Context: an optimization exercise on an open-source flow, tuned for small area and a short achievable clock period. The choices shown serve that exercise and are no tape-out recipe. Power figures rest on the tool's default switching activity, not on a simulated workload.

==> flow/design.v (excerpt) <==
module position_ledger #(
    parameter int SYMBOL_WIDTH = 32,
    parameter int VOLUME_WIDTH = 32,
    parameter int POS_WIDTH    = 48,
    parameter int NUM_SLOTS    = 16,
    parameter int SLOT_W       = $clog2(NUM_SLOTS)
) (
    input  wire logic                    clk,
    input  wire logic                    rst_n,
    input  wire logic                    upd_valid,
    input  wire logic [SYMBOL_WIDTH-1:0] upd_symbol,
    input  wire logic [VOLUME_WIDTH-1:0] upd_quantity,
    input  wire logic                    upd_side,
    input  wire logic [POS_WIDTH-2:0]    pos_limit,
    input  wire logic                    clear,
    input  wire logic                    qry_valid,
    input  wire logic [SYMBOL_WIDTH-1:0] qry_symbol,
    output logic                         qry_resp_valid,
    output logic                         qry_found,
    output logic [POS_WIDTH-1:0]         qry_position,
    output logic                         rpt_valid,
    output logic [SYMBOL_WIDTH-1:0]      rpt_symbol,
    output logic [POS_WIDTH-1:0]         rpt_position,
    output logic [SLOT_W-1:0]            rpt_slot,
    output logic                         rpt_breach,
    output logic                         table_full,
    output logic [SLOT_W:0]              used_slots,
    output logic [31:0]                  drop_count,
    output logic [31:0]                  breach_count
);
    localparam logic [POS_WIDTH-1:0] P_MAX = {1'b0, {(POS_WIDTH-1){1'b1}}};
    localparam logic [POS_WIDTH-1:0] N_MAX = {1'b1, {(POS_WIDTH-2){1'b0}}, 1'b1};
    logic [SYMBOL_WIDTH-1:0] sym_q [NUM_SLOTS];
    logic [POS_WIDTH-1:0]    pos_q [NUM_SLOTS];
    logic [SLOT_W:0]         used_q;
    logic                    s1_valid_q;
    logic [SYMBOL_WIDTH-1:0] s1_symbol_q;
    logic [VOLUME_WIDTH-1:0] s1_qty_q;       
    logic                    s1_side_q;
    logic [NUM_SLOTS-1:0]    s1_match_q;
    logic [POS_WIDTH-1:0]    s1_base_q;      
    logic [POS_WIDTH-1:0]    s1_bxq_q;       
    logic                    rpt_valid_q, rpt_breach_q;
    logic [SYMBOL_WIDTH-1:0] rpt_symbol_q;
    logic [POS_WIDTH-1:0]    rpt_position_q;
    logic [SLOT_W-1:0]       rpt_slot_q;
    logic                    qry_resp_valid_q, qry_found_q;
    logic [POS_WIDTH-1:0]    qry_position_q;
  ...
export LEC_CHECK = 0
export CAP_MARGIN = 20
export CORE_MARGIN = 2
export CORE_UTILIZATION = 40
export SETUP_SLACK_MARGIN = 5
export SLEW_MARGIN = 20
create_clock -name core_clock -period 13.0 [get_ports {clk}]
standard.sh (not shown) runs the stock make flow with config.mk's settings and CLKGATE_MAP_FILE= SYNTH_SCRIPT=/design/flow/synth_recipe.tcl, a recipe that flattens the netlist after the stock synthesis.
==> flow/flow/run.sh <==
#!/bin/bash
set -euo pipefail
MARGIN=8.3
EXTRA="MATCH_CELL_FOOTPRINT=0 'BUFFER_PORTS_ARGS=-buffer_cell sky130_fd_sc_hd__buf_4' 'CTS_ARGS=-sink_clustering_enable -repair_clock_nets -dont_use_dummy_load'"
sed -E \
  -e "s/SETUP_SLACK_MARGIN=[^ ']+/SETUP_SLACK_MARGIN=${MARGIN}/" \
  -e "s/\"\\$\\{@:-finish\\}\"/${EXTRA} \"\${@:-finish}\"/" \
  standard.sh > standard_tight.sh
grep -q "SETUP_SLACK_MARGIN=${MARGIN}" standard_tight.sh
grep -q "dont_use_dummy_load" standard_tight.sh
bash standard_tight.sh > make_finish.log 2>&1
Change:
--- a/flow/design.v
+++ b/flow/design.v
@@ -43,15 +43,17 @@
     logic [POS_WIDTH-1:0]    s1_bxq_q;       
     logic                    rpt_valid_q, rpt_breach_q;
     logic [SYMBOL_WIDTH-1:0] rpt_symbol_q;
     logic [POS_WIDTH-1:0]    rpt_position_q;
     logic [SLOT_W-1:0]       rpt_slot_q;
     logic                    qry_resp_valid_q, qry_found_q;
     logic [POS_WIDTH-1:0]    qry_position_q;
-    logic [31:0]             drop_q, breach_cnt_q, breach_inc;
+    logic [31:0]             drop_q;
+    logic [31:0]             breach_cnt_q, breach_nxt_q, breach_cnt;
+    logic                    breach_pend_q;
     logic [NUM_SLOTS-1:0]    valid, first_free, upd_m, qry_m, match_d, pos_we;
     logic                    full, hit, write_en, alloc, drop, breach, eq_s1, q_found;
     logic [SLOT_W-1:0]       hit_idx, wr_idx;
     logic [POS_WIDTH-1:0]    base, base_d, new_pos, q_pos;
     logic [POS_WIDTH:0]      sum;
     logic                    ovf_pos, ovf_neg, low_eq, lo_c;
     logic [VOLUME_WIDTH+1:0] lo_sum;
@@ -171,14 +173,16 @@
             rpt_slot_q       <= '0;
             rpt_breach_q     <= 1'b0;
             qry_resp_valid_q <= 1'b0;
             qry_found_q      <= 1'b0;
             qry_position_q   <= '0;
             drop_q           <= '0;
             breach_cnt_q     <= '0;
+            breach_nxt_q     <= 32'd1;
+            breach_pend_q    <= 1'b0;
         end else begin
             s1_valid_q       <= upd_valid && !clear;
             used_q           <= clear ? '0 : used_q + (SLOT_W+1)'(alloc);
             rpt_valid_q      <= write_en;
             qry_resp_valid_q <= qry_valid && !clear;
             if (write_en) begin
                 rpt_symbol_q   <= s1_symbol_q;
@@ -188,26 +192,27 @@
             end
             if (qry_valid && !clear) begin
                 qry_found_q    <= q_found;
                 qry_position_q <= q_pos;
             end
             if (drop && (drop_q != 32'hFFFF_FFFF))
                 drop_q <= drop_q + 32'd1;
-            if (write_en && breach)
-                breach_cnt_q <= breach_inc;
+            breach_cnt_q  <= breach_cnt;
+            breach_nxt_q  <= breach_cnt + {31'd0, breach_cnt != 32'hFFFF_FFFF};
+            breach_pend_q <= write_en && breach;
         end
     end
     assign rpt_valid      = rpt_valid_q;
     assign rpt_symbol     = rpt_symbol_q;
     assign rpt_position   = rpt_position_q;
     assign rpt_slot       = rpt_slot_q;
     assign rpt_breach     = rpt_breach_q;
     assign qry_resp_valid = qry_resp_valid_q;
     assign qry_found      = qry_found_q;
     assign qry_position   = qry_position_q;
-    assign breach_inc     = breach_cnt_q + {31'd0, breach_cnt_q != 32'hFFFF_FFFF};
+    assign breach_cnt     = breach_pend_q ? breach_nxt_q : breach_cnt_q;
     assign used_slots     = used_q;
     assign table_full     = full;
     assign drop_count     = drop_q;
-    assign breach_count   = breach_cnt_q;
+    assign breach_count   = breach_cnt;
 endmodule
 `default_nettype wire
Outcome: The new run went through all stages and came out clean; setup slack gains 24 ps; final area drops by 2.1%; power barely changes; wire length came out lower by 4.3%; via count decreases by 2.5%.
Function was not checked in any run of this note: the RTL went through the layout flow alone.

## port drivers added, routing unchanged
The results above use ideal ports. As a check the final layouts listed here were re-extracted and re-timed, cells and wires unchanged. Step 1: set_driving_cell puts a clkbuf_16 on clk and a buf_2 on each other input, an assumption about the parent block. Step 2 adds t to the input delays and takes it off the output delays; t is the mean of the earliest and latest rising clock arrival at the registers after step 1. Input paths then give back, and output paths get back, about the clock's delay inside the block. a / b / c = ideal / step 1 / step 2; a / b = the first two.
| run | t, ns | setup WS [ns] | hold slack, ns |
|---|---|---|---|
| the first run | 0.924 | 8.019 / 8.007 / 7.083 | 0.466 / 0.466 / 0.466 |
| the second run | 0.898 | 8.044 / 8.052 / 7.154 | 0.469 / 0.469 / 0.469 |
After both steps every run listed still meets setup and hold. For the first run, which loses most, drivers alone change the setup slack by -0.012 ns; drivers and shift together by -0.936 ns.
